Context: an optimization exercise on an open-source flow, tuned for small area. The choices shown serve that exercise and are no tape-out recipe. In this exercise RTL edits were held to simulation tests only and were not proved equivalent to the original. Power is estimated from default activity; no workload was simulated.

==> flow/run.sh <==
#!/bin/bash
# synth_recipe.tcl (not shown) runs the flow's synth.tcl, then flattens the netlist and writes it again
# the make line also repeats each setting of config.mk as NAME=value (left out here)
make -C /OpenROAD-flow-scripts/flow DESIGN_CONFIG=/design/flow/config.mk WORK_HOME=/design/flow/orfs CLKGATE_MAP_FILE= SYNTH_SCRIPT=/design/flow/synth_recipe.tcl finish
==> flow/config.mk <==
export PLATFORM = sky130hd
export DESIGN_NAME = rename_core
export DESIGN_NICKNAME = rename_core
export VERILOG_FILES = /design/flow/design.v
export SDC_FILE = /design/flow/constraint.sdc
export NUM_CORES = 4
export LEC_CHECK = 0
export CAP_MARGIN = 20
export CORE_MARGIN = 2
export CORE_UTILIZATION = 25
export SLEW_MARGIN = 20
==> flow/constraint.sdc <==
create_clock -name core_clock -period 6.0 [get_ports {clk}]
set_input_delay 1.2000 -clock core_clock [delete_from_list [all_inputs] [get_ports {clk}]]
set_output_delay 1.2000 -clock core_clock [all_outputs]
set_load 0.01 [all_outputs]
==> flow/design.v <==
`timescale 1ns/1ns
`default_nettype none
module rename_core (
    input  wire                      clk,
    input  wire                      rst,
    input  wire                      dispatch_req,
    input  wire [5-1:0]  issue_rs1,
    input  wire [5-1:0]  issue_rs2,
    input  wire [5-1:0]  issue_rd,
    input  wire                      issue_has_rd,
    output wire                      dispatch_ack,
    output wire [4-1:0]      disp_src1_tag,
    output wire [32-1:0]     disp_src1_value,
    output wire [4-1:0]      disp_src2_tag,
    output wire [32-1:0]     disp_src2_value,
    output wire [4-1:0]      disp_dest_tag,
    input  wire                      wb_valid,
    input  wire [4-1:0]      wb_tag,
    input  wire [32-1:0]     wb_value,
    input  wire                      wb_mispredict,
    output wire                      commit_valid,
    output wire [5-1:0]  commit_rd,
    output wire                      commit_has_rd,
    output wire [4-1:0]      commit_tag,
    output wire [32-1:0]     commit_value,
    output wire                      commit_flush
);
    localparam int NR = 32;
    localparam int DW = 32;
    localparam int RW = 5;
    localparam int D  = 8;
    logic [DW-1:0] rf [1:NR-1];
    logic [RW-1:0] ent_rd  [D];
    logic [DW-1:0] ent_val [D];
    logic [D-1:0]  ent_mis;
    logic [D-1:0]  done;
    logic [D-1:0]  pend;
    logic [3:0]    head;         
    logic [3:0]    tail;
    logic          ack_q;
    logic          cv_q;         
    logic [DW-1:0] hold_val;     
    logic [RW-1:0] live_idx;     
    logic          live1;        
    logic          live2;        
    logic [3:0]    s1tag_q;
    logic [3:0]    s2tag_q;
    logic [2:0]    dslot_q;      
    logic [2:0]    cslot;
    logic [DW-1:0] cval;
    logic [RW-1:0] crd;
    logic          chas;
    logic          flush;
    logic          cwr;
    assign cslot = head[2:0] - 3'd1;
    assign cval  = ent_val[cslot];
    assign crd   = ent_rd[cslot];
    assign chas  = pend[cslot];
    assign flush = cv_q && ent_mis[cslot];
    assign cwr   = cv_q && chas;
    assign commit_valid  = cv_q;
    assign commit_rd     = crd;
    assign commit_has_rd = chas;
    assign commit_tag    = {head[2:0] == 3'd0, head[2:0]};
    assign commit_value  = cval;
    assign commit_flush  = ent_mis[cslot];
    logic full;
    logic empty;
    logic grant;
    logic cfire;
    logic alloc_has;
    logic [2:0] wb_idx;
    assign empty     = (head == tail);
    assign full      = (head[2:0] == tail[2:0]) && (head[3] != tail[3]);
    assign grant     = dispatch_req && !ack_q && !full && !flush;
    assign cfire     = !empty && done[head[2:0]] && !flush;
    assign alloc_has = issue_has_rd && (issue_rd != '0);
    assign wb_idx    = wb_tag[2:0] - 3'd1;
    always_ff @(posedge clk) begin
        if (rst || flush) begin
            head <= '0;
            tail <= '0;
            cv_q <= 1'b0;
        end else begin
            if (grant) tail <= tail + 4'd1;
            if (cfire) head <= head + 4'd1;
            cv_q <= cfire;
        end
    end
    always_ff @(posedge clk) begin
        ack_q <= !rst && (grant || (ack_q && dispatch_req));
    end
    always_ff @(posedge clk) begin
        for (int i = 0; i < D; i++) begin
            if (grant && tail[2:0] == 3'(i)) begin
                done[i]   <= 1'b0;
                ent_rd[i] <= issue_rd;
            end else if (wb_valid && wb_idx == 3'(i)) begin
                done[i]   <= 1'b1;
            end
            if (wb_valid && wb_idx == 3'(i)) begin
                ent_val[i] <= wb_value;
                ent_mis[i] <= wb_mispredict;
            end
        end
    end
    always_ff @(posedge clk) begin
        for (int i = 0; i < D; i++) begin
            if (rst || flush) begin
                pend[i] <= 1'b0;
            end else if (grant && tail[2:0] == 3'(i)) begin
                pend[i] <= alloc_has;
            end else if (cv_q && cslot == 3'(i)) begin
                pend[i] <= 1'b0;
            end
        end
    end
    logic [D-1:0] live_pend;
    logic [D-1:0] below_tail;
    always_comb begin
        live_pend = pend;
        if (cv_q) live_pend[cslot] = 1'b0;
        for (int i = 0; i < D; i++) begin
            below_tail[i] = (3'(i) < tail[2:0]);
        end
    end
    function automatic logic [3:0] find_tag(input logic [D-1:0] m,
                                            input logic [D-1:0] bt);
        logic [D-1:0] ml;
        logic [3:0]   t;
        ml = m & bt;
        t = 4'd0;
        if (ml != '0) begin
            for (int i = 0; i < D; i++) if (ml[i]) t = 4'(i + 1);
        end else begin
            for (int i = 0; i < D; i++) if (m[i]) t = 4'(i + 1);
        end
        find_tag = t;
    endfunction
    logic [D-1:0] m1;
    logic [D-1:0] m2;
    logic [3:0]   s1tag;
    logic [3:0]   s2tag;
    always_comb begin
        for (int i = 0; i < D; i++) begin
            m1[i] = live_pend[i] && (ent_rd[i] == issue_rs1);
            m2[i] = live_pend[i] && (ent_rd[i] == issue_rs2);
        end
    end
    assign s1tag = find_tag(m1, below_tail);
    assign s2tag = find_tag(m2, below_tail);
    logic          swap;
    logic [RW-1:0] held_idx;
    logic [RW-1:0] rd_idx;
    logic [DW-1:0] rf_out;
    logic [DW-1:0] view_out;
    assign swap     = (issue_rd == issue_rs2);
    assign held_idx = swap ? issue_rs2 : issue_rs1;
    assign rd_idx   = ack_q ? live_idx : held_idx;
    always_comb begin
        rf_out = '0;
        for (int r = 1; r < NR; r++) begin
            rf_out = rf_out | (rf[r] & {DW{rd_idx == RW'(r)}});
        end
    end
    assign view_out = (cwr && crd == rd_idx) ? cval : rf_out;
    always_ff @(posedge clk) begin
        for (int r = 1; r < NR; r++) begin
            if (rst) begin
                rf[r] <= '0;
            end else if (cwr && crd == RW'(r)) begin
                rf[r] <= cval;
            end
        end
    end
    always_ff @(posedge clk) begin
        if (!ack_q) begin
            hold_val <= view_out;
            live_idx <= swap ? issue_rs1 : issue_rs2;
            live1    <= swap && (issue_rs1 != issue_rs2);
            live2    <= !swap && (issue_rs1 != issue_rs2);
            s1tag_q  <= s1tag;
            s2tag_q  <= s2tag;
            dslot_q  <= tail[2:0] + 3'd1;
        end
    end
    assign dispatch_ack    = ack_q;
    assign disp_src1_tag   = s1tag_q;
    assign disp_src2_tag   = s2tag_q;
    assign disp_src1_value = live1 ? view_out : hold_val;
    assign disp_src2_value = live2 ? view_out : hold_val;
    assign disp_dest_tag   = {dslot_q == 3'd0, dslot_q};
endmodule
`default_nettype wire
==> results of run 1 <==
## synth_stat cells (50+ instances only)
library cell	n	area [um2]
dfxtp_1	1018	20400
nand4_1	51	319
o21ai_0	61	305
o22ai_1	52	325
a22o_1	66	578
mux2_2	89	1000
edfxtp_1	354	10600
a221oi_1	51	447
nand3_1	161	806
xnor2_1	61	534
nand2_1	2252	8450
a31oi_1	50	313
nor3_1	54	270
a21oi_1	1077	5390
buf_2	89	445
nor2_1	187	702
clkbuf_1	505	1900
a22oi_1	112	841
mux2i_1	86	861
## path summary, 6_finish.rpt
kind / slack, ns / to / cells past startpoint
worst min-delay path: 0.45 / rf[10][15] / 2
worst max register to register: 0.83 / rf[22][19] / 16
worst max-delay path: -0.50 / disp_src1_value[14] / 19
worst min register to register: 0.45 / rf[10][15] / 2
## layout make-up
cell class / instances / area, um2 / area share
Antenna cell: 14 / 35.0 / 0.000447
Timing Repair Buffer: 1060 / 9550 / 0.122
Clock buffer: 219 / 4410 / 0.0562
Multi-Input combinational cell: 4996 / 28500 / 0.363
Clock inverter: 61 / 822 / 0.0105
Sequential cell: 1372 / 31000 / 0.395
Tap cell: 3185 / 3990 / 0.0508
Inverter: 41 / 163 / 0.00207
## logic make-up after synthesis
family	Yosys count
mux	186
fa+ha+maj	14
compound gates	1782
flops	1372
simple gates	2908
xor+xnor	104
buf+inv	681
## power groups by stage
| stage | registers (W) | logic, W | clock network, W |
|---|---|---|---|
| floorplan | 0.00984 | 0.00131 | 0 |
| global placement | 0.00985 | 0.00352 | 0 |
| detailed placement | 0.00986 | 0.00352 | 0 |
| CTS | 0.00966 | 0.00366 | 0.00986 |
| global route | 0.00966 | 0.00387 | 0.0103 |
| finish | 0.00965 | 0.00390 | 0.00987 |
## layout by cell type, fill, tap and decap left out, types with 22 or more instances in the layout
cell type / Yosys / final
nor4_1: 30 / 22
mux2_2: 89 / 60
mux2i_1: 86 / 83
nand2_2: 4 / 26
mux2_4: 2 / 31
nand3_1: 161 / 149
a32o_1: 28 / 28
and3_1: 44 / 44
clkinv_2: 2 / 25
clkbuf_1: 505 / 36
a221oi_1: 51 / 49
buf_6: 15 / 59
clkbuf_16: 0 / 157
nand2_1: 2252 / 2223
clkbuf_8: 0 / 27
a31oi_1: 50 / 23
inv_1: 39 / 35
dfxtp_1: 1018 / 1016
a32oi_1: 28 / 27
edfxtp_1: 354 / 354
a22oi_1: 112 / 106
o22ai_1: 52 / 46
a21oi_1: 1077 / 1074
buf_2: 89 / 27
buf_4: 14 / 767
a22o_1: 66 / 66
o21ai_0: 61 / 55
a222oi_1: 40 / 40
a31oi_4: 0 / 27
xnor2_1: 61 / 60
buf_12: 0 / 86
xor2_1: 40 / 38
clkdlybuf4s50_1: 0 / 92
nor2_4: 2 / 39
nor3_1: 54 / 34
nor2_1: 187 / 142
nand4_1: 51 / 51
## timing repair
action	CTS	global route
resized for setup	487	80
gates cloned	6	1
setup buffers	60	26
endpoints found under the setup margin	64	65
pin swaps	73	39
hold buffers	0	0
## critical path, stage by stage
cell           delay [ns]
dlygate4sd2_1        0.30
xor2_2               0.24
or3_4                0.45
o211ai_4             0.24
buf_4                0.16
nand2_4              0.05
buf_12               0.17
buf_4                0.21
nand4_1              0.23
buf_6                0.15
buf_4                0.09
o22ai_1              0.06
a2111o_1             0.44
a2111oi_4            0.37
a21oi_2              0.16
buf_12               0.18
buf_4                0.14
mux2_2               0.27
buf_6                0.12
## sequential cells by signal, indices dropped and copies added (netlist names), 5 cells and up
register  flops
ent_mis       8
hold_val     32
ent_val     256
rf          992
live_idx      5
done          8
ent_rd       40
pend          8
## stage by stage
| stage | power [W] | area, um2 | worst slack, ns | setup TNS, ns | hold WS, ns |
|---|---|---|---|---|---|
| after floorplan | 0.0111 | 60200 | 0.0519 | 0 | 0.431 |
| after global routing | 0.0238 | 78400 | -0.571 | -27.57 | 0.466 |
| after CTS | 0.0232 | 78000 | -0.445 | -21.24 | 0.450 |
| after detailed placement | 0.0134 | 71200 | -1.49 | -67.25 | 0.442 |
| after global placement | 0.0134 | 71200 | -1.51 | -67.56 | 0.437 |
| final | 0.0234 | 78400 | -0.495 | -21.81 | 0.452 |
## layer usage
metal / up-vias / global-route usage / part of all wire
met1: 29800 / 0.328 / 0.38
met5: - / 0 / 0.00048
li1: 25700 / - / -
met4: 22 / 0.181 / 0.085
met3: 1340 / 0.0878 / 0.14
met2: 4987 / 0.359 / 0.40
==> metrics.csv, run 1 <==
stage;metric;value;unit
run_status;status;failed layout checks;
run_status;Failing Checks;negative setup slack;
clock_network;clk sinks;1372;
clock_network;CTS tree;yes;
synth;Synth Area per Inst;8.54;um2
worst_setup_path;CP startpoint kind;input port;
placed_design;gpl congestion;0.986;
floorplan;Placement Rows;180;
synth;Post-Synth Simple-Gate Area;0.200;
sta;Slew headroom;0.0626;
sta;Final setup viols;64;
global_route;GRT Util Overall;0.257;
worst_setup_path;crit path from;issue_rd[1];
synth;yosys warns;4;
clock_network;H-tree Lvls;4;
floorplan;Die Span Y;495;um
synth;largest family of logic cells by synthesized area;simple AND/OR/NAND/NOR gates;
global_route;vias in the first global route;56900;
drt;Final ANT Viol Nets;0;
power;Sw Pwr;0.00702;W
synth;post-synthesis register bit count;1372;
floorplan;starting density of the core;0.251;
layout;Final Net Count;7696;
layout;area growth from synthesis to layout;30.3;%
sta;Final WS setup;-0.495;ns
worst_setup_path;worst path arrival time;5.30;ns
clock_network;clock latency on the worst-skew pair;0.86;ns
sta;Final period util;1.08;
drt;First DRT Iteration DRCs;10200;
sta;Final Skew;0.0481;ns
layout;share of layout cells above drive strength 1;0.209;
layout;Finished Layout Cells;10900;
clock_network;Worst-path clk slew;0.06;ns
synth;top_reg_cell synth;dfxtp_1;
power;Power Density;299;mW/mm2
worst_setup_path;CP max FO;25;
sta;Fin. Hold Viols;0;
clock_network;CTS root buffer;clkbuf_16;
placed_design;cell count after placement;10600;
sta;RSZ-0062 raised after global routing;true;
placed_design;hpwl dp;208000;um
drt;DR vias;61800;
placed_design;port bufs;176;
global_route;largest net degree at the start of global routing;222;
worst_setup_path;reg2reg start;head[1];
synth;Post-synth EDFFs;354;
synth;xor and xnor area share after synthesis;0.0157;
clock_network;deepest clock path buffer count;3;
power;peak supply drop;0.301;mV
sta;minimum clock period;6.50;ns
power;Clk pwr share;0.421;
power;sw frac;0.300;
synth;Mapped Area;0.0602;mm2
drt;wire per inst;30.0;um
power;Comb power frac;0.167;
worst_setup_path;Worst EP required;4.80;ns
synth;post-synthesis mux area share;0.0343;
synth;Cells after Synth;7047;
worst_setup_path;CP Capture Type;primary output;
drt;DR pass1 iterations;9;
synth;adder and majority cell fraction of the synthesized area;0.00291;
sta;worst slew pin tran;1.41;ns
power;Seq pwr share;0.412;
floorplan;die area;0.245;mm2
sta;Slew Limit Fails;0;
drt;average vias per placed instance;5.65;
synth;Mapped Nets;7118;
synth;Netlist cell types;108;
flow_run;max-cap viol count;0;
worst_setup_path;WS Path Type;in2out;
drt;Remaining DRCs;0;
power;cell internal pwr;0.0164;W
floorplan;Ports;178;
synth;sequential area share after synthesis;0.515;
floorplan;Chip Width;495;um
clock_network;Inserted Clock Buffers;154;
layout;final core utilization;0.327;
global_route;grt total ovfl;0;
worst_hold_path;hold crit path type;reg2reg;
synth;Post-synth ARST share;0;
sta;highest clock rate;154;MHz
synth;Synth Area in Compound Gates;0.185;
layout;Fillers;24700;
global_route;first-pass GRT wire length;447000;um
worst_hold_path;Hold Path Origin;rf[10][15];
global_route;initial antenna violation count;26;
power;Leakage;26.3;nW
floorplan;core area;0.240;mm2
drt;DRT Wirelength;328000;um
==> run 2, diff against run 1 <==
--- a/flow/design.v
+++ b/flow/design.v
@@ -164,12 +164,12 @@
         end
     end
     assign view_out = (cwr && crd == rd_idx) ? cval : rf_out;
+    logic [DW-1:0] rf_wdata;
+    assign rf_wdata = cval & {DW{!rst}};
     always_ff @(posedge clk) begin
         for (int r = 1; r < NR; r++) begin
-            if (rst) begin
-                rf[r] <= '0;
-            end else if (cwr && crd == RW'(r)) begin
-                rf[r] <= cval;
+            if (rst || (cwr && crd == RW'(r))) begin
+                rf[r] <= rf_wdata;
             end
         end
     end
@@ -187,8 +187,8 @@
     assign dispatch_ack    = ack_q;
     assign disp_src1_tag   = s1tag_q;
     assign disp_src2_tag   = s2tag_q;
-    assign disp_src1_value = live1 ? view_out : hold_val;
-    assign disp_src2_value = live2 ? view_out : hold_val;
+    assign disp_src1_value = live1 ? rf_out : hold_val;
+    assign disp_src2_value = live2 ? rf_out : hold_val;
     assign disp_dest_tag   = {dslot_q == 3'd0, dslot_q};
 endmodule
 `default_nettype wire
--- a/flow/config.mk
+++ b/flow/config.mk
@@ -7,5 +7,7 @@
 export LEC_CHECK = 0
 export CAP_MARGIN = 20
 export CORE_MARGIN = 2
-export CORE_UTILIZATION = 25
+export CORE_UTILIZATION = 55
+export CTS_BUF_LIST = sky130_fd_sc_hd__clkbuf_8
+export PLACE_DENSITY = 0.65
 export SLEW_MARGIN = 20
==> metrics.csv, run 2 <==
stage;metric;value;unit;change
sta;worst slew pin tran;1.17;ns;-0.236 ns
global_route;initial antenna violation count;9;;-65%
synth;Synth Area per Inst;15.4;um2;+80%
worst_setup_path;reg2reg start;head[0];;
worst_setup_path;CP max FO;6;;-76%
layout;Fillers;6771;;-73%
sta;WHS;0.484;ns;+0.0317 ns
worst_setup_path;crit-path cells;buf_8 -> xor2_2 -> buf_4 -> nor4_4 -> buf_4 -> a21boi_4 -> buf_6 -> o211ai_1 -> clkbuf_16 -> buf_6 -> nor2_4 -> buf_12 -> buf_6 -> a22o_1 -> a221oi_2 -> o21ai_2 -> a2111oi_4 -> buf_4 -> buf_6 -> a21oi_2 -> buf_2;;
layout;Final Net Count;4332;;-44%
synth;Mapped Nets;3633;;-49%
worst_setup_path;cell family with most CP delay;buffers and inverters;;
layout;share of layout cells above drive strength 1;0.246;;+0.0374
synth;Netlist cell types;88;;-19%
synth;post-synthesis mux area share;0.0179;;-0.0164
drt;DR pass1 iterations;6;;-3
sta;Slew headroom;0.211;;+0.149
layout;Largest regs;rf: 992 flops, ent_val: 256 flops, ent_rd: 40 flops;;
worst_setup_path;cells on worst reg2reg path;12;;-4
power;Power Density;338;mW/mm2;+13%
worst_setup_path;CP max stage cell;a2111oi_4;;
power;cell internal pwr;0.0164;W;-0.17%
clock_network;CTS tree;yes;;
sta;Final period util;1.01;;-0.0727
run_status;Failing Checks;negative setup slack;;
power;peak supply drop;0.245;mV;-19%
worst_setup_path;CP Capture Type;primary output;;
layout;commonest non-fill, non-tap cells in the layout;edfxtp_1, buf_4, nand2_1;;
floorplan;Chip Width;319;um;-35%
synth;Mapped Area;0.0547;mm2;-9.1%
synth;post-synthesis register bit count;1372;;unchanged
worst_setup_path;Reg2Reg Setup Slack;0.59;ns;-0.24 ns
sta;Slew Limit Fails;0;;unchanged
clock_network;clk sinks;1372;;unchanged
drt;Remaining DRCs;0;;unchanged
sta;minimum clock period;6.06;ns;-0.436 ns
global_route;GRT Util Overall;0.341;;+0.0846
worst_setup_path;WS Path Type;in2out;;
placed_design;gpl congestion;0.894;;-9.3%
worst_hold_path;hold crit path type;reg2reg;;
worst_hold_path;worst hold endpoint;done[2];;
global_route;first-pass GRT wire length;248000;um;-44%
synth;Synth Area in Compound Gates;0.126;;-0.0590
worst_setup_path;WP buf/inv;11;;+2
floorplan;Ports;178;;unchanged
worst_setup_path;slowest cell delay on critical path;0.57;ns;+0.12 ns
synth;xor and xnor area share after synthesis;0.0170;;+0.00126
synth;sequential area share after synthesis;0.749;;+0.233
worst_setup_path;worst path arrival time;4.86;ns;-0.44 ns
worst_hold_path;hold path depth;2;;unchanged
sta;Final WS setup;-0.0588;ns;+0.436 ns
synth;area fraction of the dominant cell type after synthesis;0.739;;+0.400
layout;max reg flops;992;;unchanged
power;Leakage;24.3;nW;-7.4%
clock_network;CTS root buffer;clkbuf_8;;
power;Comb power frac;0.174;;+0.007
synth;Post-synth EDFFs;1346;;+280%
clock_network;H-tree Lvls;4;;unchanged
worst_hold_path;Hold Path Origin;done[2];;
worst_setup_path;Worst EP required;4.80;ns;about the same
sta;Final setup viols;2;;-97%
sta;RSZ-0062 raised after global routing;true;;
drt;average vias per placed instance;6.48;;+15%
clock_network;Inserted Clock Buffers;211;;+37%
worst_setup_path;Critical R2R Capture;rf[15][9];;
synth;top_reg_cell synth;edfxtp_1;;
power;sw frac;0.278;;-0.0215
layout;commonest non-fill, non-tap cell in the layout;edfxtp_1;;
global_route;grt total ovfl;0;;unchanged
clock_network;hold buffers post-CTS;0;;unchanged
synth;yosys warns;4;;unchanged
clock_network;clock latency on the worst-skew pair;0.91;ns;+0.05 ns
sta;highest clock rate;165;MHz;+7.2%
placed_design;port bufs;176;;unchanged
drt;DRT Wirelength;176000;um;-46%
drt;DR vias;37000;;-40%
floorplan;Placement Rows;115;;-36%
run_status;status;failed layout checks;;
synth;Post-Synth Simple-Gate Area;0.0686;;-0.132
synth;Cells after Synth;3562;;-49%
global_route;largest net degree at the start of global routing;65;;-71%
floorplan;Die Span Y;319;um;-35%
power;Seq pwr share;0.522;;+0.110
drt;First DRT Iteration DRCs;5218;;-49%
worst_setup_path;CP startpoint kind;input port;;
layout;Largest Register;rf;;
power;Total Power;0.0227;W;-3.1%
sta;Fin. Hold Viols;0;;unchanged
synth;adder and majority cell fraction of the synthesized area;0.00320;;+0.000293
worst_setup_path;CP most frequent cell;buf_6;;
global_route;vias in the first global route;36500;;-36%
floorplan;starting density of the core;0.556;;+0.305
synth;most frequent cell after synthesis;edfxtp_1;;
drt;wire per inst;30.8;um;+2.7%
floorplan;core area;0.0984;mm2;-59%
drt;Final ANT Viol Nets;0;;unchanged
flow_run;max-cap viol count;0;;unchanged
floorplan;die area;0.102;mm2;-58%
sta;Final Skew;0.0453;ns;-0.00280 ns
layout;area growth from synthesis to layout;22.6;%;
synth;top post-synthesis cells by area;edfxtp_1, a22o_1, a22oi_1;;
synth;commonest cells in the netlist;edfxtp_1, nand2_1, nor2_1;;
clock_network;Worst-path clk slew;0.06;ns;about the same
worst_setup_path;crit path from;issue_rs2[4];;
power;Clk pwr share;0.304;;-0.117
synth;Post-synth ARST share;0;;unchanged
power;Sw Pwr;0.00631;W;-10%
clock_network;deepest clock path buffer count;3;;unchanged
placed_design;hpwl dp;112000;um;-46%
synth;largest area contributor in the netlist;edfxtp_1;;
synth;largest family of logic cells by synthesized area;compound AO/OA/AOI/OAI gates;;
-- run 2: cell count changes in the layout (fill, tap and decap cells not counted), moves of 41 or more --
cell / delta
clkbuf_8: +184
nand2_1: -1942
dfxtp_1: -991
buf_4: -333
inv_1: +73
a21oi_1: -872
nand3_1: -94
clkinv_1: +41
a22o_1: +74
edfxtp_1: +992
nor2_1: +71
clkbuf_16: -155
-- run 2: cells by family (layout without fill, tap and decap cells) --
kind of cell             count (synthesis)  in the layout
AO/OA/AOI/OAI                          941            941
other                                    0              4
AND/OR/NAND/NOR                        791            791
flip-flops                            1372           1372
XOR/XNOR                               105            105
multiplexers                            87             87
adder cells (fa/ha/maj)                 14             14
buffers and inverters                  252           1110
-- run 2: worst min-delay path: stages (launching register included) --
cell,delay [ns]
dfxtp_1,0.33
nor2_1,0.05
nor2_1,0.07
-- run 2: cell type report --
| class | count | area (um2) | area share |
|---|---|---|---|
| Multi-Input combinational cell | 1938 | 14100 | 0.210 |
| Clock buffer | 211 | 2900 | 0.0433 |
| Tap cell | 1287 | 1610 | 0.0240 |
| Sequential cell | 1372 | 40900 | 0.611 |
| Inverter | 26 | 97.6 | 0.00146 |
| Clock inverter | 161 | 754 | 0.0113 |
| Timing Repair Buffer | 712 | 6630 | 0.0989 |
| Antenna cell | 4 | 10.0 | 0.000149 |
-- run 2: worst max-delay path by stage --
| stage | depth (start not counted) | slack [ns] | endpoint |
|---|---|---|---|
| finish | 21 | -0.06 | disp_src1_value[16] |
| CTS | 21 | -0.1 | disp_src1_value[16] |
| global route | 21 | -0.11 | disp_src1_value[16] |
| floorplan | 14 | 0.40 | rf[20][0] |
| detailed placement | 18 | -1.24 | disp_src1_value[16] |
| global placement | 17 | -1.14 | disp_src1_value[16] |
-- run 2: per-stage QoR --
step / setup WS (ns) / util / cell area [um2] / setup TNS, ns / std cells
4_1_cts: -0.0953 / 0.675 / 66400 / -0.200 / 5685
3_3_place_gp: -1.14 / 0.627 / 61700 / -59.04 / 5247
6_report: -0.0588 / 0.681 / 67000 / -0.0683 / 5711
3_5_place_dp: -1.24 / 0.627 / 61700 / -57.16 / 5249
5_1_grt: -0.110 / 0.681 / 67000 / -0.362 / 5709
2_1_floorplan: 0.401 / - / 54700 / 0 / 3562
-- run 2: timing repair --
action	4_1_cts	5_1_grt
gates resized for setup	251	135
pin swaps	60	45
endpoints found under the setup margin	64	70
cloned	1	1
setup buffers	63	22
-- run 2: power groups by stage --
stage	logic (W)	registers [W]	clock network, W
final	0.00395	0.0118	0.00689
after detailed placement	0.00360	0.0120	0
after CTS	0.00377	0.0118	0.00694
after global routing	0.00411	0.0119	0.00736
after floorplan	0.00154	0.0119	0
after global placement	0.00354	0.0120	0
-- run 2: metal layers --
layer,track usage,share of wire,up-vias
met5,0,0.00044,-
met4,0.136,0.039,12
met3,0.112,0.13,404
met2,0.527,0.46,2481
met1,0.450,0.37,18400
li1,-,-,15700
==> run 3, diff against run 2 <==
--- a/flow/design.v
+++ b/flow/design.v
@@ -40,9 +40,12 @@
     logic          ack_q;
     logic          cv_q;         
     logic [DW-1:0] hold_val;     
-    logic [RW-1:0] live_idx;     
-    logic          live1;        
-    logic          live2;        
+    logic [RW-1:0] rs1_q;
+    logic [RW-1:0] rs2_q;
+    logic          same_q;       
+    logic          haz_q;        
+    logic          flip_q;       
+    logic          hold2_q;      
     logic [3:0]    s1tag_q;
     logic [3:0]    s2tag_q;
     logic [2:0]    dslot_q;      
@@ -149,21 +152,29 @@
     end
     assign s1tag = find_tag(m1, below_tail);
     assign s2tag = find_tag(m2, below_tail);
-    logic          swap;
-    logic [RW-1:0] held_idx;
-    logic [RW-1:0] rd_idx;
+    logic [NR-1:1] sel1;
+    logic [NR-1:1] sell;
+    logic [NR-1:1] sel;
+    logic [RW-1:0] live_idx;
     logic [DW-1:0] rf_out;
-    logic [DW-1:0] view_out;
-    assign swap     = (issue_rd == issue_rs2);
-    assign held_idx = swap ? issue_rs2 : issue_rs1;
-    assign rd_idx   = ack_q ? live_idx : held_idx;
+    logic [DW-1:0] hold_d;
+    logic          flip;
+    assign live_idx = flip_q ? rs1_q : rs2_q;
+    always_comb begin
+        for (int r = 1; r < NR; r++) begin
+            sel1[r] = (issue_rs1 == RW'(r));
+            sell[r] = (live_idx == RW'(r));
+            sel[r]  = ack_q ? sell[r] : sel1[r];
+        end
+    end
     always_comb begin
         rf_out = '0;
         for (int r = 1; r < NR; r++) begin
-            rf_out = rf_out | (rf[r] & {DW{rd_idx == RW'(r)}});
-        end
-    end
-    assign view_out = (cwr && crd == rd_idx) ? cval : rf_out;
+            rf_out = rf_out | (rf[r] & {DW{sel[r]}});
+        end
+    end
+    assign hold_d = (!ack_q && cwr && crd == issue_rs1) ? cval : rf_out;
+    assign flip = ack_q && haz_q && !flip_q && cv_q && (head[2:0] == dslot_q);
     logic [DW-1:0] rf_wdata;
     assign rf_wdata = cval & {DW{!rst}};
     always_ff @(posedge clk) begin
@@ -174,21 +185,33 @@
         end
     end
     always_ff @(posedge clk) begin
+        if (!ack_q || flip) begin
+            hold_val <= hold_d;
+        end
         if (!ack_q) begin
-            hold_val <= view_out;
-            live_idx <= swap ? issue_rs1 : issue_rs2;
-            live1    <= swap && (issue_rs1 != issue_rs2);
-            live2    <= !swap && (issue_rs1 != issue_rs2);
+            rs1_q    <= issue_rs1;
+            rs2_q    <= issue_rs2;
+            same_q   <= (issue_rs1 == issue_rs2);
+            haz_q    <= (issue_rd == issue_rs2) && (issue_rs1 != issue_rs2);
             s1tag_q  <= s1tag;
             s2tag_q  <= s2tag;
             dslot_q  <= tail[2:0] + 3'd1;
         end
     end
+    always_ff @(posedge clk) begin
+        if (!ack_q) begin
+            flip_q  <= 1'b0;
+            hold2_q <= (issue_rs1 == issue_rs2);
+        end else if (flip) begin
+            flip_q  <= 1'b1;
+            hold2_q <= 1'b1;
+        end
+    end
     assign dispatch_ack    = ack_q;
     assign disp_src1_tag   = s1tag_q;
     assign disp_src2_tag   = s2tag_q;
-    assign disp_src1_value = live1 ? rf_out : hold_val;
-    assign disp_src2_value = live2 ? rf_out : hold_val;
+    assign disp_src1_value = flip_q  ? rf_out : hold_val;
+    assign disp_src2_value = hold2_q ? hold_val : rf_out;
     assign disp_dest_tag   = {dslot_q == 3'd0, dslot_q};
 endmodule
 `default_nettype wire
==> flow/flow/run.sh (new file) <==
#!/bin/bash
# Layout flow: the standard layout (standard.sh, unchanged synthesis and
# steps), except that the port buffers use the plain buf_1 cell instead of the
# delay buffer the resizer picks by default. Each tool's output is kept in
# its own log file in this folder.
set -euo pipefail
export BUFFER_PORTS_ARGS="-buffer_cell sky130_fd_sc_hd__buf_1"
bash standard.sh synth > log_synth.txt 2>&1
bash standard.sh floorplan > log_floorplan.txt 2>&1
bash standard.sh place > log_place.txt 2>&1
bash standard.sh cts > log_cts.txt 2>&1
bash standard.sh route > log_route.txt 2>&1
bash standard.sh finish > log_finish.txt 2>&1
==> flow/standard.sh (new file) <==
#!/bin/bash
# synth_recipe.tcl (not shown) runs the flow's synth.tcl, then flattens the netlist and writes it again
# the make line also repeats each setting of config.mk as NAME=value (left out here)
make -C /OpenROAD-flow-scripts/flow DESIGN_CONFIG=/design/flow/config.mk WORK_HOME=/design/flow/orfs CLKGATE_MAP_FILE= SYNTH_SCRIPT=/design/flow/synth_recipe.tcl "${@:-finish}"
==> flow/config.mk (replaced) <==
export PLATFORM = sky130hd
export DESIGN_NAME = rename_core
export DESIGN_NICKNAME = rename_core
export VERILOG_FILES = /design/flow/design.v
export SDC_FILE = /design/flow/constraint.sdc
export NUM_CORES = 4
export LEC_CHECK = 0
export CAP_MARGIN = 5
export CORE_MARGIN = 2
export CORE_UTILIZATION = 55
export CTS_CLUSTER_DIAMETER = 80
export CTS_CLUSTER_SIZE = 25
export PLACE_DENSITY = 0.65
export SLEW_MARGIN = 5
removed: flow/run.sh
==> metrics.csv, run 3 <==
stage;metric;value;unit;change
power;Comb power frac;0.129;;-0.045
synth;Post-synth EDFFs;1351;;+0.37%
placed_design;port bufs;176;;unchanged
worst_setup_path;Critical R2R Capture;rf[26][19];;
sta;minimum clock period;5.86;ns;-0.202 ns
worst_setup_path;WP buf/inv;3;;-8
worst_setup_path;CP startpoint kind;register;;
worst_hold_path;hold crit path type;reg2reg;;
clock_network;clk sinks;1378;;+0.44%
global_route;GRT Util Overall;0.293;;-0.0477
layout;Finished Layout Cells;4894;;-14%
worst_setup_path;WS Path Type;reg2out;;
power;peak supply drop;0.252;mV;+3.0%
sta;Final period util;0.976;;-0.0337
global_route;largest net degree at the start of global routing;51;;-22%
sta;worst slew pin tran;1.30;ns;+0.131 ns
synth;Cells after Synth;3361;;-5.6%
placed_design;cell count after placement;4808;;-8.4%
power;Power Density;324;mW/mm2;-4.1%
floorplan;die area;0.102;mm2;-0.40%
worst_hold_path;worst hold endpoint;done[5];;
clock_network;deepest clock path buffer count;3;;unchanged
worst_hold_path;hold path depth;2;;unchanged
run_status;status;complete, no violations;;
worst_setup_path;CP Capture Type;primary output;;
drt;average vias per placed instance;6.64;;+2.6%
global_route;grt total ovfl;0;;unchanged
worst_hold_path;Hold Path Origin;done[5];;
power;sw frac;0.256;;-0.0226
synth;post-synthesis register bit count;1378;;+0.44%
synth;Mapped Area;0.0545;mm2;-0.40%
clock_network;Inserted Clock Buffers;66;;-69%
worst_setup_path;cells on worst reg2reg path;11;;-1
clock_network;Worst-path clk slew;0.10;ns;+0.04 ns
power;cell internal pwr;0.0144;W;-12%
clock_network;CTS root buffer;clkbuf_16;;
layout;Largest regs;rf: 992 flops, ent_val: 256 flops, ent_rd: 40 flops;;
synth;top post-synthesis cells by area;edfxtp_1, a22oi_1, mux2i_1;;
synth;Synth Area per Inst;16.2;um2;+5.6%
drt;wire per inst;30.8;um;+0.21%
worst_setup_path;CP max FO;15;;+9
layout;Fillers;7149;;+5.6%
synth;Netlist cell types;80;;-9.1%
power;Total Power;0.0194;W;-15%
synth;largest area contributor in the netlist;edfxtp_1;;
clock_network;clock latency on the worst-skew pair;0.67;ns;-0.24 ns
layout;share of layout cells above drive strength 1;0.125;;-0.121
floorplan;Ports;178;;unchanged
global_route;initial antenna violation count;6;;-3
worst_setup_path;reg2reg start;head[2];;
worst_setup_path;cell family with most CP delay;simple AND/OR/NAND/NOR gates;;
synth;Post-synth ARST share;0;;unchanged
placed_design;post-placement cell area;0.0578;mm2;-6.4%
placed_design;gpl congestion;0.917;;+2.5%
worst_setup_path;CP max stage cell;dfxtp_1;;
layout;Largest Register;rf;;
synth;top_reg_cell synth;edfxtp_1;;
floorplan;core area;0.0983;mm2;-0.15%
placed_design;hpwl dp;94000;um;-16%
global_route;first-pass GRT wire length;217000;um;-13%
sta;Slew headroom;0.123;;-0.0880
synth;most frequent cell after synthesis;edfxtp_1;;
floorplan;Placement Rows;115;;unchanged
drt;Final ANT Viol Nets;0;;unchanged
worst_setup_path;Reg2Reg Setup Slack;0.81;ns;+0.22 ns
sta;WHS;0.486;ns;+0.00178 ns
floorplan;Die Span Y;319;um;-0.20%
sta;Final setup viols;0;;-2
layout;commonest non-fill, non-tap cell in the layout;edfxtp_1;;
sta;Slew Limit Fails;0;;unchanged
synth;sequential area share after synthesis;0.755;;+0.00617
layout;commonest non-fill, non-tap cells in the layout;edfxtp_1, a22oi_1, buf_1;;
drt;Remaining DRCs;0;;unchanged
synth;area fraction of the dominant cell type after synthesis;0.745;;+0.00576
drt;DR vias;32500;;-12%
worst_setup_path;Worst EP required;4.80;ns;about the same
layout;max reg flops;992;;unchanged
worst_setup_path;crit-path cells;nor2_1 -> a21oi_4 -> nor2_1 -> and3_1 -> a2111oi_0 -> buf_4 -> nand3_1 -> nor4_2 -> buf_4 -> a21oi_1 -> buf_1;;
sta;RSZ-0062 raised after global routing;false;;
layout;area growth from synthesis to layout;9.59;%;
drt;DRT Wirelength;151000;um;-14%
power;Seq pwr share;0.612;;+0.090
power;Clk pwr share;0.260;;-0.044
clock_network;Post-CTS Setup Inserts;0;;-100%
power;Sw Pwr;0.00495;W;-22%
layout;Final Cell Area;0.0597;mm2;-11%
worst_setup_path;worst path arrival time;4.66;ns;-0.20 ns
sta;Final Skew;0.0331;ns;-0.0122 ns
clock_network;H-tree Lvls;3;;-1
drt;First DRT Iteration DRCs;4430;;-15%
drt;DR pass1 iterations;8;;+2
worst_setup_path;slowest cell delay on critical path;0.76;ns;+0.19 ns
sta;highest clock rate;171;MHz;+3.4%
global_route;vias in the first global route;31300;;-14%
floorplan;Chip Width;319;um;-0.20%
synth;commonest cells in the netlist;edfxtp_1, a22oi_1, nor2_1;;
power;Leakage;20.6;nW;-16%
synth;Mapped Nets;3432;;-5.5%
synth;yosys warns;4;;unchanged
layout;Final Net Count;3661;;-15%
floorplan;starting density of the core;0.554;;-0.00144
sta;setup TNS;0;ns;+0.0683 ns
clock_network;CTS tree;yes;;
sta;Fin. Hold Viols;0;;unchanged
flow_run;max-cap viol count;0;;unchanged
## run 3: worst min-delay path: stages (launching register included)
cell	delay, ns
dfxtp_1	0.34
nor2_1	0.05
nor2_1	0.07
## run 3: kinds of logic (layout without fill, tap and decap cells)
| group | Yosys count | after routing | synth area share |
|---|---|---|---|
| AOI/OAI and AO/OA | 740 | 740 | 0.103 |
| xor gates and xnor gates | 107 | 107 | 0.0172 |
| adders and majority gates | 14 | 14 | 0.00322 |
| buffers and inverters | 287 | 532 | 0.0232 |
| DFF | 1378 | 1378 | 0.755 |
| muxes | 152 | 152 | 0.0302 |
| other | 0 | 1 | 0 |
| and+or+nand+nor | 683 | 683 | 0.0685 |
## run 3: power by group through the flow
stage / combinational [W] / clock, W / sequential (W)
after floorplan: 0.00129 / 0 / 0.0120
after global placement: 0.00240 / 0 / 0.0120
after detailed placement: 0.00245 / 0 / 0.0121
final: 0.00249 / 0.00503 / 0.0118
after global routing: 0.00264 / 0.00539 / 0.0119
after CTS: 0.00246 / 0.00507 / 0.0118
## run 3: how the worst max path moves through the flow
stage | slack [ns] | startpoint | to | cells after the start
after floorplan | 0.98 | head[0] | rf[20][0] | 14
after global placement | 0.40 | issue_rs1[2] | disp_src1_value[23] | 13
after detailed placement | 0.40 | issue_rs1[2] | disp_src1_value[26] | 13
after CTS | 0.19 | flip_q | disp_src2_value[7] | 11
after global routing | 0.002 | ack_q | disp_src2_value[7] | 11
final | 0.14 | ack_q | disp_src1_value[7] | 11
## run 3: cell type report
cell class,instances,area [um2],share of cell area
tap,1287,1610,0.0270
multi-input combinational,1696,12500,0.209
clock inverter,11,120,0.00201
timing repair buffer,360,2290,0.0384
clock buffer,73,1750,0.0293
antenna,1,2.50,0.0000419
inverter,88,330,0.00553
sequential,1378,41100,0.689
## run 3: routing by layer
layer	track usage	share of wire	vias up
met5	0	0.00040	-
met4	0.0817	0.025	10
met3	0.0483	0.11	213
met2	0.461	0.47	1961
met1	0.428	0.40	16500
li1	-	-	13800
## run 3: repair_timing
item | CTS | global route
gates resized for setup | 0 | 2
hold endpoints to repair | 0 | 0
setup endpoints to repair | 0 | 3
hold buffers | 0 | 0
## run 3: stage by stage
stage           util  setup slack [ns]
2_1_floorplan      -             0.978
4_1_cts        0.607             0.187
6_report       0.607             0.143
3_5_place_dp   0.588             0.404
5_1_grt        0.607           0.00172
3_3_place_gp   0.588             0.401
==> run 4, diff against run 3 <==
--- a/flow/design.v
+++ b/flow/design.v
@@ -55,18 +55,47 @@
     logic          chas;
     logic          flush;
     logic          cwr;
+    logic [D-1:0]  csel;         
+    logic          cmis;
     assign cslot = head[2:0] - 3'd1;
-    assign cval  = ent_val[cslot];
-    assign crd   = ent_rd[cslot];
-    assign chas  = pend[cslot];
-    assign flush = cv_q && ent_mis[cslot];
+    always_comb begin
+        for (int i = 0; i < D; i++) csel[i] = (cslot == 3'(i));
+    end
+    localparam int CW = DW + RW + 2;     
+    logic [CW-1:0] ent_w [D];
+    logic [CW-1:0] cword;
+    always_comb begin
+        for (int i = 0; i < D; i++) ent_w[i] = {ent_mis[i], pend[i], ent_rd[i], ent_val[i]};
+    end
+    genvar cb;
+    generate
+        for (cb = 0; cb < CW; cb++) begin : g_c_bit
+            logic t0, t1, t2;
+            rf_aoi3 u_c0 (
+                .a0 (ent_w[0][cb]), .s0 (csel[0]),
+                .a1 (ent_w[1][cb]), .s1 (csel[1]),
+                .a2 (ent_w[2][cb]), .s2 (csel[2]),
+                .y  (t0)
+            );
+            rf_aoi3 u_c1 (
+                .a0 (ent_w[3][cb]), .s0 (csel[3]),
+                .a1 (ent_w[4][cb]), .s1 (csel[4]),
+                .a2 (ent_w[5][cb]), .s2 (csel[5]),
+                .y  (t1)
+            );
+            assign t2 = !((ent_w[6][cb] && csel[6]) || (ent_w[7][cb] && csel[7]));
+            assign cword[cb] = !(t0 && t1 && t2);
+        end
+    endgenerate
+    assign {cmis, chas, crd, cval} = cword;
+    assign flush = cv_q && cmis;
     assign cwr   = cv_q && chas;
     assign commit_valid  = cv_q;
     assign commit_rd     = crd;
     assign commit_has_rd = chas;
     assign commit_tag    = {head[2:0] == 3'd0, head[2:0]};
     assign commit_value  = cval;
-    assign commit_flush  = ent_mis[cslot];
+    assign commit_flush  = cmis;
     logic full;
     logic empty;
     logic grant;
@@ -167,12 +196,23 @@
             sel[r]  = ack_q ? sell[r] : sel1[r];
         end
     end
-    always_comb begin
-        rf_out = '0;
-        for (int r = 1; r < NR; r++) begin
-            rf_out = rf_out | (rf[r] & {DW{sel[r]}});
-        end
-    end
+    localparam int NG = (NR - 1) / 3;    
+    logic [NG:0] rf_t [DW];
+    genvar gb, gg;
+    generate
+        for (gb = 0; gb < DW; gb++) begin : g_rd_bit
+            for (gg = 0; gg < NG; gg++) begin : g_rd_grp
+                rf_aoi3 u_aoi (
+                    .a0 (rf[3*gg+1][gb]), .s0 (sel[3*gg+1]),
+                    .a1 (rf[3*gg+2][gb]), .s1 (sel[3*gg+2]),
+                    .a2 (rf[3*gg+3][gb]), .s2 (sel[3*gg+3]),
+                    .y  (rf_t[gb][gg])
+                );
+            end
+            assign rf_t[gb][NG] = !(rf[NR-1][gb] && sel[NR-1]);
+            assign rf_out[gb]   = !(&rf_t[gb]);
+        end
+    endgenerate
     assign hold_d = (!ack_q && cwr && crd == issue_rs1) ? cval : rf_out;
     assign flip = ack_q && haz_q && !flip_q && cv_q && (head[2:0] == dslot_q);
     logic [DW-1:0] rf_wdata;
@@ -214,4 +254,15 @@
     assign disp_src2_value = hold2_q ? hold_val : rf_out;
     assign disp_dest_tag   = {dslot_q == 3'd0, dslot_q};
 endmodule
+module rf_aoi3 (
+    input  wire a0,
+    input  wire s0,
+    input  wire a1,
+    input  wire s1,
+    input  wire a2,
+    input  wire s2,
+    output wire y
+);
+    assign y = !((a0 && s0) || (a1 && s1) || (a2 && s2));
+endmodule
 `default_nettype wire
--- a/flow/config.mk
+++ b/flow/config.mk
@@ -12,3 +12,5 @@
 export CTS_CLUSTER_SIZE = 25
 export PLACE_DENSITY = 0.65
 export SLEW_MARGIN = 5
+export SYNTH_HIERARCHICAL = 1
+export SYNTH_MINIMUM_KEEP_SIZE = 0
==> metrics.csv, run 4 <==
stage;metric;value;unit;change
power;Total Power;0.0191;W;-1.3%
drt;DR pass1 iterations;13;;+5
layout;share of layout cells above drive strength 1;0.129;;+0.00383
clock_network;Worst-path clk slew;0.09;ns;about the same
layout;Finished Layout Cells;4239;;-13%
floorplan;Placement Rows;111;;-3.5%
global_route;grt total ovfl;0;;unchanged
placed_design;gpl congestion;0.934;;+1.8%
synth;top_reg_cell synth;edfxtp_1;;
placed_design;post-placement cell area;0.0547;mm2;-5.3%
worst_setup_path;WS Path Type;in2out;;
layout;commonest non-fill, non-tap cells in the layout;edfxtp_1, a222oi_1, buf_1;;
synth;Synth Area per Inst;19.2;um2;+19%
floorplan;core area;0.0921;mm2;-6.3%
layout;Final Cell Area;0.0567;mm2;-5.0%
layout;area growth from synthesis to layout;10.6;%;
synth;area fraction of the dominant cell type after synthesis;0.791;;+0.0466
drt;DRT Wirelength;133000;um;-12%
sta;Final setup viols;0;;unchanged
placed_design;cell count after placement;4154;;-14%
layout;register area;0.0411;mm2;about the same
placed_design;hpwl dp;80700;um;-14%
global_route;largest net degree at the start of global routing;40;;-22%
synth;Post-synth EDFFs;1351;;unchanged
worst_setup_path;Reg2Reg Setup Slack;0.96;ns;+0.15 ns
worst_setup_path;cells on worst reg2reg path;14;;+3
floorplan;die area;0.0957;mm2;-5.8%
placed_design;port bufs;176;;unchanged
layout;Fillers;6426;;-10%
sta;Final WS setup;0.283;ns;+0.139 ns
global_route;first-pass GRT wire length;191000;um;-12%
floorplan;Chip Width;309;um;-2.9%
worst_setup_path;Critical R2R Capture;hold_val[6];;
clock_network;clock latency on the worst-skew pair;0.66;ns;about the same
drt;Remaining DRCs;0;;unchanged
layout;max reg flops;992;;unchanged
layout;Largest regs;rf: 992 flops, ent_val: 256 flops, ent_rd: 40 flops;;
clock_network;clk sinks;1378;;unchanged
sta;Final Skew;0.0241;ns;-0.00898 ns
clock_network;Inserted Clock Buffers;68;;+3.0%
synth;yosys warns;17;;+13
layout;area of the multi-input gates;0.0104;mm2;-17%
layout;Ant. Diodes;0;;-1
drt;Final ANT Viol Nets;0;;unchanged
placed_design;pre-CTS setup slack;0.265;ns;-0.139 ns
worst_setup_path;reg2reg start;head[0];;
synth;top post-synthesis cells by area;edfxtp_1, a222oi_1, mux2_2;;
power;sw frac;0.245;;-0.0108
synth;largest area contributor in the netlist;edfxtp_1;;
power;Power Density;337;mW/mm2;+3.9%
sta;Slew headroom;0.244;;+0.121
flow_run;max-cap viol count;0;;unchanged
sta;highest clock rate;175;MHz;+2.4%
synth;most frequent cell after synthesis;edfxtp_1;;
worst_hold_path;worst hold endpoint;done[6];;
synth;Post-synth ARST share;0;;unchanged
floorplan;starting density of the core;0.557;;+0.00248
global_route;vias in the first global route;28600;;-8.5%
power;cell internal pwr;0.0144;W;+0.17%
layout;Final Net Count;3050;;-17%
layout;commonest non-fill, non-tap cell in the layout;edfxtp_1;;
synth;commonest cells in the netlist;edfxtp_1, a222oi_1, nor2_1;;
floorplan;Die Span Y;309;um;-2.9%
sta;Fin. Hold Viols;0;;unchanged
synth;post-synthesis register bit count;1378;;unchanged
sta;worst slew pin tran;1.13;ns;-0.168 ns
worst_setup_path;CP Capture Type;primary output;;
power;Comb power frac;0.114;;-0.015
worst_hold_path;hold path depth;2;;unchanged
sta;Final period util;0.953;;-0.0232
drt;DR vias;29100;;-11%
power;Seq pwr share;0.622;;+0.010
drt;average vias per placed instance;6.85;;+3.2%
worst_setup_path;CP max FO;18;;+3
clock_network;deepest clock path buffer count;3;;unchanged
worst_setup_path;Worst EP required;4.80;ns;about the same
power;Clk pwr share;0.264;;+0.004
global_route;GRT Util Overall;0.276;;-0.0173
synth;Cells after Synth;2668;;-21%
sta;minimum clock period;5.72;ns;-0.139 ns
layout;Largest Register;rf;;
sta;Slew Limit Fails;0;;unchanged
power;Leakage;18.8;nW;-8.3%
run_status;status;complete, no violations;;
clock_network;H-tree Lvls;3;;unchanged
synth;Mapped Area;0.0513;mm2;-5.9%
worst_hold_path;hold crit path type;reg2reg;;
clock_network;hold buffers post-CTS;0;;unchanged
synth;Netlist cell types;65;;-19%
floorplan;Ports;178;;unchanged
worst_setup_path;CP startpoint kind;input port;;
worst_setup_path;worst path arrival time;4.52;ns;-0.14 ns
power;peak supply drop;0.316;mV;+25%
sta;RSZ-0062 raised after global routing;false;;
clock_network;CTS root buffer;clkbuf_16;;
worst_hold_path;Hold Path Origin;done[6];;
synth;sequential area share after synthesis;0.802;;+0.0472
global_route;initial antenna violation count;3;;-3
clock_network;CTS tree;yes;;
synth;Mapped Nets;2737;;-20%
power;Sw Pwr;0.00468;W;-5.4%
drt;First DRT Iteration DRCs;4703;;+6.2%
drt;wire per inst;31.3;um;+1.6%
==> run 4: cell count changes after synthesis, moves of 34 or more <==
cell | before | now
buf_2 | 50 | 5
mux2_2 | 16 | 66
clkbuf_1 | 115 | 37
and3_1 | 98 | 3
o21ai_0 | 46 | 8
nor2_1 | 161 | 89
a22oi_1 | 376 | 35
nand2_1 | 114 | 79
a222oi_1 | 37 | 398
inv_1 | 86 | 19
nand3_1 | 97 | 59
a2111o_1 | 0 | 34
a21oi_1 | 83 | 23
mux2i_1 | 127 | 9
==> run 4: logic make-up after synthesis <==
kind of cell               share of synthesized area
AOI/OAI and AO/OA                              0.108
xor gates and xnor gates                      0.0188
DFF                                            0.802
and+or+nand+nor                               0.0384
adders and majority gates                    0.00293
muxes                                         0.0237
buffers and inverters                        0.00664
==> run 4: cell type report <==
type	count	area share
well taps	1243	0.0274
clock inverters	13	0.00300
inverters	20	0.00132
repair buffers	301	0.0284
flip-flops and latches	1378	0.725
multi-input cells	1212	0.184
clock buffers	72	0.0314
==> run 4: worst max path at each step <==
stage	from	to	slack, ns	cells after the start
3_5_place_dp	issue_rs1[4]	disp_src2_value[26]	0.27	11
6_report	issue_rs1[4]	disp_src2_value[5]	0.28	11
3_3_place_gp	issue_rs1[4]	disp_src1_value[30]	0.44	11
5_1_grt	issue_rs1[4]	disp_src1_value[5]	0.16	11
2_1_floorplan	head[1]	rf[12][0]	-0.42	12
4_1_cts	ack_q	disp_src2_value[26]	0.08	10
==> run 4: metal layers <==
metal	vias up	GRT usage	wire length (um)
li1	12400	-	-
met1	14900	0.397	52600
met2	1654	0.444	63300
met3	158	0.0538	14500
met4	2	0.0604	2200
met5	-	0	13
==> run 4: through the flow <==
step	util	TNS (ns)	hold WS (ns)
6_report	0.616	0	0.479
5_1_grt	0.616	0	0.505
4_1_cts	0.615	0	0.484
3_5_place_dp	0.594	0	0.462
3_3_place_gp	0.594	0	0.450
2_1_floorplan	-	-40.11	0.435
==> run 4: repair_timing <==
item | 4_1_cts | 5_1_grt
buffers inserted | 0 | 0
endpoints found under the setup margin | 0 | 39
gates resized for setup | 0 | 4
==> run 4: Yosys stat by module, one instance, submodules excluded <==
module	flip-flops and latches	copies in the design
rename_core	1378	1
rf_aoi3	0	398
==> run 4: critical path: stages <==
cell and delay (ns):
buf_1 0.11, nor2_1 0.05, a21oi_1 0.54, or3_1 0.43, nor2_2 0.27, buf_4 0.29, a222oi_1 0.40, nand4_1 0.29
a2111o_1 0.48, mux2_2 0.30, buf_1 0.13
==> run 4: power by group through the flow <==
stage / sequential, W / combinational [W] / clock (W)
global route: 0.0120 / 0.00232 / 0.00544
global placement: 0.0121 / 0.00209 / 0
floorplan: 0.0120 / 0.00115 / 0
detailed placement: 0.0121 / 0.00215 / 0
finish: 0.0119 / 0.00218 / 0.00505
CTS: 0.0119 / 0.00216 / 0.00512
==> run 5, diff against run 4 <==
--- a/flow/design.v
+++ b/flow/design.v
@@ -39,7 +39,7 @@
     logic [3:0]    tail;
     logic          ack_q;
     logic          cv_q;         
-    logic [DW-1:0] hold_val;     
+    logic [DW-1:0] hold_n;       
     logic [RW-1:0] rs1_q;
     logic [RW-1:0] rs2_q;
     logic          same_q;       
@@ -149,9 +149,12 @@
     end
     logic [D-1:0] live_pend;
     logic [D-1:0] below_tail;
+    logic [2:0]   own_slot;
+    assign own_slot = dslot_q - 3'd1;
     always_comb begin
         live_pend = pend;
-        if (cv_q) live_pend[cslot] = 1'b0;
+        if (ack_q) live_pend[own_slot] = 1'b0;
+        else if (cv_q) live_pend[cslot] = 1'b0;
         for (int i = 0; i < D; i++) begin
             below_tail[i] = (3'(i) < tail[2:0]);
         end
@@ -169,31 +172,29 @@
         end
         find_tag = t;
     endfunction
-    logic [D-1:0] m1;
-    logic [D-1:0] m2;
-    logic [3:0]   s1tag;
-    logic [3:0]   s2tag;
-    always_comb begin
-        for (int i = 0; i < D; i++) begin
-            m1[i] = live_pend[i] && (ent_rd[i] == issue_rs1);
-            m2[i] = live_pend[i] && (ent_rd[i] == issue_rs2);
-        end
-    end
-    assign s1tag = find_tag(m1, below_tail);
-    assign s2tag = find_tag(m2, below_tail);
-    logic [NR-1:1] sel1;
-    logic [NR-1:1] sell;
+    logic [D-1:0]  m;
+    logic [RW-1:0] cam_idx;
+    logic [3:0]    cam_tag;
+    logic          first_q;      
+    assign cam_idx = ack_q ? rs2_q : issue_rs1;
+    always_comb begin
+        for (int i = 0; i < D; i++) begin
+            m[i] = live_pend[i] && (ent_rd[i] == cam_idx);
+        end
+    end
+    assign cam_tag = find_tag(m, below_tail);
     logic [NR-1:1] sel;
     logic [RW-1:0] live_idx;
     logic [DW-1:0] rf_out;
+    logic [DW-1:0] rf_all;       
     logic [DW-1:0] hold_d;
     logic          flip;
     assign live_idx = flip_q ? rs1_q : rs2_q;
+    logic [RW-1:0] rd_idx;
+    assign rd_idx = ack_q ? live_idx : issue_rs1;
     always_comb begin
         for (int r = 1; r < NR; r++) begin
-            sel1[r] = (issue_rs1 == RW'(r));
-            sell[r] = (live_idx == RW'(r));
-            sel[r]  = ack_q ? sell[r] : sel1[r];
+            sel[r] = (rd_idx == RW'(r));
         end
     end
     localparam int NG = (NR - 1) / 3;    
@@ -210,7 +211,8 @@
                 );
             end
             assign rf_t[gb][NG] = !(rf[NR-1][gb] && sel[NR-1]);
-            assign rf_out[gb]   = !(&rf_t[gb]);
+            assign rf_all[gb]   = &rf_t[gb];
+            assign rf_out[gb]   = !rf_all[gb];
         end
     endgenerate
     assign hold_d = (!ack_q && cwr && crd == issue_rs1) ? cval : rf_out;
@@ -226,16 +228,21 @@
     end
     always_ff @(posedge clk) begin
         if (!ack_q || flip) begin
-            hold_val <= hold_d;
+            hold_n   <= ~hold_d;
         end
         if (!ack_q) begin
             rs1_q    <= issue_rs1;
             rs2_q    <= issue_rs2;
             same_q   <= (issue_rs1 == issue_rs2);
             haz_q    <= (issue_rd == issue_rs2) && (issue_rs1 != issue_rs2);
-            s1tag_q  <= s1tag;
-            s2tag_q  <= s2tag;
+            s1tag_q  <= cam_tag;
             dslot_q  <= tail[2:0] + 3'd1;
+        end
+    end
+    always_ff @(posedge clk) begin
+        first_q <= !ack_q;
+        if (ack_q && first_q) begin
+            s2tag_q <= cam_tag;
         end
     end
     always_ff @(posedge clk) begin
@@ -249,10 +256,32 @@
     end
     assign dispatch_ack    = ack_q;
     assign disp_src1_tag   = s1tag_q;
-    assign disp_src2_tag   = s2tag_q;
-    assign disp_src1_value = flip_q  ? rf_out : hold_val;
-    assign disp_src2_value = hold2_q ? hold_val : rf_out;
+    assign disp_src2_tag   = first_q ? cam_tag : s2tag_q;
+    genvar ob;
+    generate
+        for (ob = 0; ob < DW; ob++) begin : g_out_bit
+            out_oai22 u_o1 (
+                .a1 (rf_all[ob]), .a2 (!flip_q),
+                .b1 (hold_n[ob]), .b2 (flip_q),
+                .y  (disp_src1_value[ob])
+            );
+            out_oai22 u_o2 (
+                .a1 (hold_n[ob]), .a2 (!hold2_q),
+                .b1 (rf_all[ob]), .b2 (hold2_q),
+                .y  (disp_src2_value[ob])
+            );
+        end
+    endgenerate
     assign disp_dest_tag   = {dslot_q == 3'd0, dslot_q};
+endmodule
+module out_oai22 (
+    input  wire a1,
+    input  wire a2,
+    input  wire b1,
+    input  wire b2,
+    output wire y
+);
+    assign y = !((a1 || a2) && (b1 || b2));
 endmodule
 module rf_aoi3 (
     input  wire a0,
==> metrics.csv, run 5 <==
stage;metric;value;unit;change
sta;Final period util;0.943;;-0.00970
worst_hold_path;worst hold endpoint;done[4];;
sta;highest clock rate;177;MHz;+1.0%
synth;Cells after Synth;2638;;-1.1%
power;Power Density;342;mW/mm2;+1.5%
power;peak supply drop;0.256;mV;-19%
synth;Synth Area per Inst;19.2;um2;about the same
power;Clk pwr share;0.254;;-0.010
synth;Post-synth ARST share;0;;unchanged
layout;commonest non-fill, non-tap cells in the layout;edfxtp_1, a222oi_1, buf_1;;
floorplan;Chip Width;308;um;-0.54%
clock_network;clk sinks;1379;;+0.073%
floorplan;Die Span Y;308;um;-0.54%
flow_run;max-cap viol count;0;;unchanged
worst_setup_path;WS Path Type;in2out;;
global_route;largest net degree at the start of global routing;40;;unchanged
clock_network;H-tree Lvls;3;;unchanged
sta;worst slew pin tran;1.24;ns;+0.108 ns
power;cell internal pwr;0.0144;W;-0.16%
sta;Final setup viols;0;;unchanged
worst_setup_path;Critical R2R Capture;ent_rd[3][4];;
drt;wire per inst;31.8;um;+1.5%
placed_design;gpl congestion;0.952;;+1.9%
clock_network;Post-CTS Setup Inserts;0;;unchanged
layout;max reg flops;992;;unchanged
layout;Largest regs;rf: 992 flops, ent_val: 256 flops, ent_rd: 40 flops;;
layout;Largest Register;rf;;
floorplan;Placement Rows;111;;unchanged
worst_hold_path;hold path depth;2;;unchanged
floorplan;Ports;178;;unchanged
floorplan;starting density of the core;0.554;;-0.00273
drt;DR pass1 iterations;14;;+1
drt;DR vias;29000;;-0.17%
floorplan;core area;0.0915;mm2;-0.60%
synth;Mapped Nets;2713;;-0.88%
run_status;status;complete, no violations;;
placed_design;cell count after placement;4108;;-1.1%
sta;Slew headroom;0.171;;-0.0732
drt;average vias per placed instance;6.92;;+0.93%
synth;most frequent cell after synthesis;edfxtp_1;;
sta;RSZ-0062 raised after global routing;false;;
global_route;initial antenna violation count;2;;-1
sta;minimum clock period;5.66;ns;-0.0582 ns
clock_network;CTS root buffer;clkbuf_16;;
power;Sw Pwr;0.00484;W;+3.4%
power;Leakage;18.7;nW;-0.71%
worst_setup_path;CP Capture Type;primary output;;
drt;First DRT Iteration DRCs;5048;;+7.3%
placed_design;port bufs;176;;unchanged
layout;area growth from synthesis to layout;11.0;%;
layout;Final Net Count;3065;;+0.49%
layout;share of layout cells above drive strength 1;0.117;;-0.0124
synth;post-synthesis register bit count;1379;;+0.073%
synth;sequential area share after synthesis;0.811;;+0.00924
synth;largest area contributor in the netlist;edfxtp_1;;
floorplan;die area;0.0946;mm2;-1.1%
power;sw frac;0.251;;+0.00647
global_route;GRT Util Overall;0.278;;+0.00207
clock_network;deepest clock path buffer count;3;;unchanged
layout;Finished Layout Cells;4193;;-1.1%
sta;Slew Limit Fails;0;;unchanged
clock_network;Worst-path clk slew;0.08;ns;about the same
synth;top_reg_cell synth;edfxtp_1;;
power;Comb power frac;0.122;;+0.008
worst_setup_path;reg2reg start;head[0];;
worst_setup_path;CP max FO;17;;-1
worst_setup_path;cells on worst reg2reg path;11;;-3
worst_setup_path;CP startpoint kind;input port;;
worst_hold_path;Hold Path Origin;done[4];;
clock_network;CTS tree;yes;;
synth;yosys warns;17;;unchanged
global_route;vias in the first global route;28500;;-0.20%
worst_setup_path;worst path arrival time;4.46;ns;-0.06 ns
sta;Fin. Hold Viols;0;;unchanged
synth;area fraction of the dominant cell type after synthesis;0.800;;+0.00873
drt;Final ANT Viol Nets;0;;unchanged
drt;Remaining DRCs;0;;unchanged
global_route;first-pass GRT wire length;191000;um;about the same
worst_setup_path;Worst EP required;4.80;ns;about the same
synth;Mapped Area;0.0507;mm2;-1.1%
sta;setup TNS;0;ns;unchanged
sta;Final Skew;0.0378;ns;+0.0137 ns
synth;Post-synth EDFFs;1351;;unchanged
synth;top post-synthesis cells by area;edfxtp_1, a222oi_1, dfxtp_1;;
clock_network;clock latency on the worst-skew pair;0.66;ns;about the same
clock_network;Inserted Clock Buffers;66;;-2.9%
clock_network;hold buffers post-CTS;0;;unchanged
synth;Netlist cell types;70;;+7.7%
worst_setup_path;Reg2Reg Setup Slack;1.45;ns;+0.49 ns
synth;commonest cells in the netlist;edfxtp_1, a222oi_1, nor2_1;;
global_route;grt total ovfl;0;;unchanged
layout;commonest non-fill, non-tap cell in the layout;edfxtp_1;;
worst_hold_path;hold crit path type;reg2reg;;
power;Seq pwr share;0.624;;+0.002
drt;DRT Wirelength;133000;um;+0.38%
placed_design;hpwl dp;82400;um;+2.1%
==> run 5: changes by cell type after synthesis, moves of 8 or more <==
cell      previous run  this run
mux2_2              66         1
o22ai_1              3        66
inv_1               19        63
mux2_1              30         0
mux2i_1              9        38
xnor2_1             66        39
xor2_1              41        28
clkbuf_1            37        25
nor4_1              13         4
or3_1               10         1
nor3_1              16         8
==> run 5: worst max path at each step <==
stage | start | end | slack (ns) | cells after the start
after floorplan | head[1] | rf[12][0] | 0.56 | 11
after global placement | issue_rs1[4] | disp_src1_value[4] | 0.24 | 13
after detailed placement | issue_rs1[4] | disp_src1_value[11] | 0.21 | 13
after CTS | ack_q | disp_src1_value[11] | 0.09 | 14
after global routing | flip_q | disp_src1_value[4] | 0.08 | 14
final | issue_rs1[2] | disp_src1_value[25] | 0.34 | 13
==> run 5: power by group through the flow <==
stage	registers (W)	logic (W)	clock network [W]
after floorplan	0.0122	0.00117	0
after global placement	0.0122	0.00225	0
after global routing	0.0121	0.00250	0.00527
after detailed placement	0.0122	0.00231	0
after CTS	0.0120	0.00232	0.00497
final	0.0120	0.00235	0.00489
==> run 5: timing repair <==
| action | 4_1_cts | 5_1_grt |
|---|---|---|
| endpoints found under the hold margin | 0 | 0 |
| gates resized for setup | 0 | 5 |
| setup endpoints to repair | 0 | 35 |
==> run 5: worst max-delay path, cell delays in order <==
cell	delay, ns
buf_1	0.29
nor2_1	0.07
a21oi_1	0.12
buf_4	0.16
nand3_1	0.20
nor2_2	0.91
buf_4	0.40
a222oi_1	0.15
nand4_1	0.22
a2111o_1	0.28
inv_1	0.10
o22ai_1	0.16
buf_1	0.18
==> run 5: per-stage QoR <==
stage	hold WS [ns]	util	area, um2	power [W]	setup WS [ns]
finish	0.483	0.615	56300	0.0193	0.341
CTS	0.488	0.615	56200	0.0193	0.0865
floorplan	0.435	-	50700	0.0133	0.561
global placement	0.450	0.595	54400	0.0144	0.240
global route	0.515	0.615	56300	0.0199	0.0824
detailed placement	0.462	0.595	54400	0.0145	0.215
==> run 5: final cells by class <==
type,count,area (um2)
Antenna cell,1,2.50
Clock buffer,72,1700
Clock inverter,12,135
Fill cell,6430,35200
Inverter,65,244
Multi-Input combinational cell,1153,9700
Sequential cell,1379,41100
Tap cell,1186,1480
Timing Repair Buffer,325,1900
==> run 5: metal layers <==
metal / global-route usage / up-vias / routed length (um)
met5: 0 / - / 0
met4: 0.0643 / 0 / 2830
met3: 0.0681 / 174 / 14700
met2: 0.449 / 1610 / 63700
met1: 0.386 / 14900 / 51900
li1: - / 12400 / -
==> run 5: modules after synthesis (local to each module, per instance) <==
module	flip-flops and latches	area, um2	copies in the design	cells inside
out_oai22	0	6.26	64	1
rename_core	1379	46300	1	2176
rf_aoi3	0	10.0	398	1
==> run 5: cells by family after synthesis <==
group | synth area share
AOI/OAI and AO/OA | 0.116
xor gates and xnor gates | 0.0121
adders and majority gates | 0.00466
buffers and inverters | 0.00906
DFF | 0.811
muxes | 0.0111
and+or+nand+nor | 0.0356

## what the ideal ports hide
In the flow no input, the clock included, has a driving cell. The finished layouts below were timed again as built, in two steps.
Step 1 assumes that a clkbuf_16 drives the clock port and a buf_2 every other input.
Step 2 times the ports against the registers' clock, not the clock port: input delays grow and output delays shrink by t, the midpoint of the rising clock arrivals with the driver on.
Three values: ideal, step 1, step 2; two values: the first two.
run	shift t [ns]	setup slack, ns	cell pins on the clock port's net
run 1	0.930	-0.495 / -0.554 / -0.512	1
run 2	0.957	-0.059 / -0.098 / -0.098	1
run 3	0.738	0.143 / 0.064 / 0.339	1
run 4	0.712	0.283 / 0.239 / 0.239	1
run 5	0.708	0.341 / 0.295 / 0.297	1
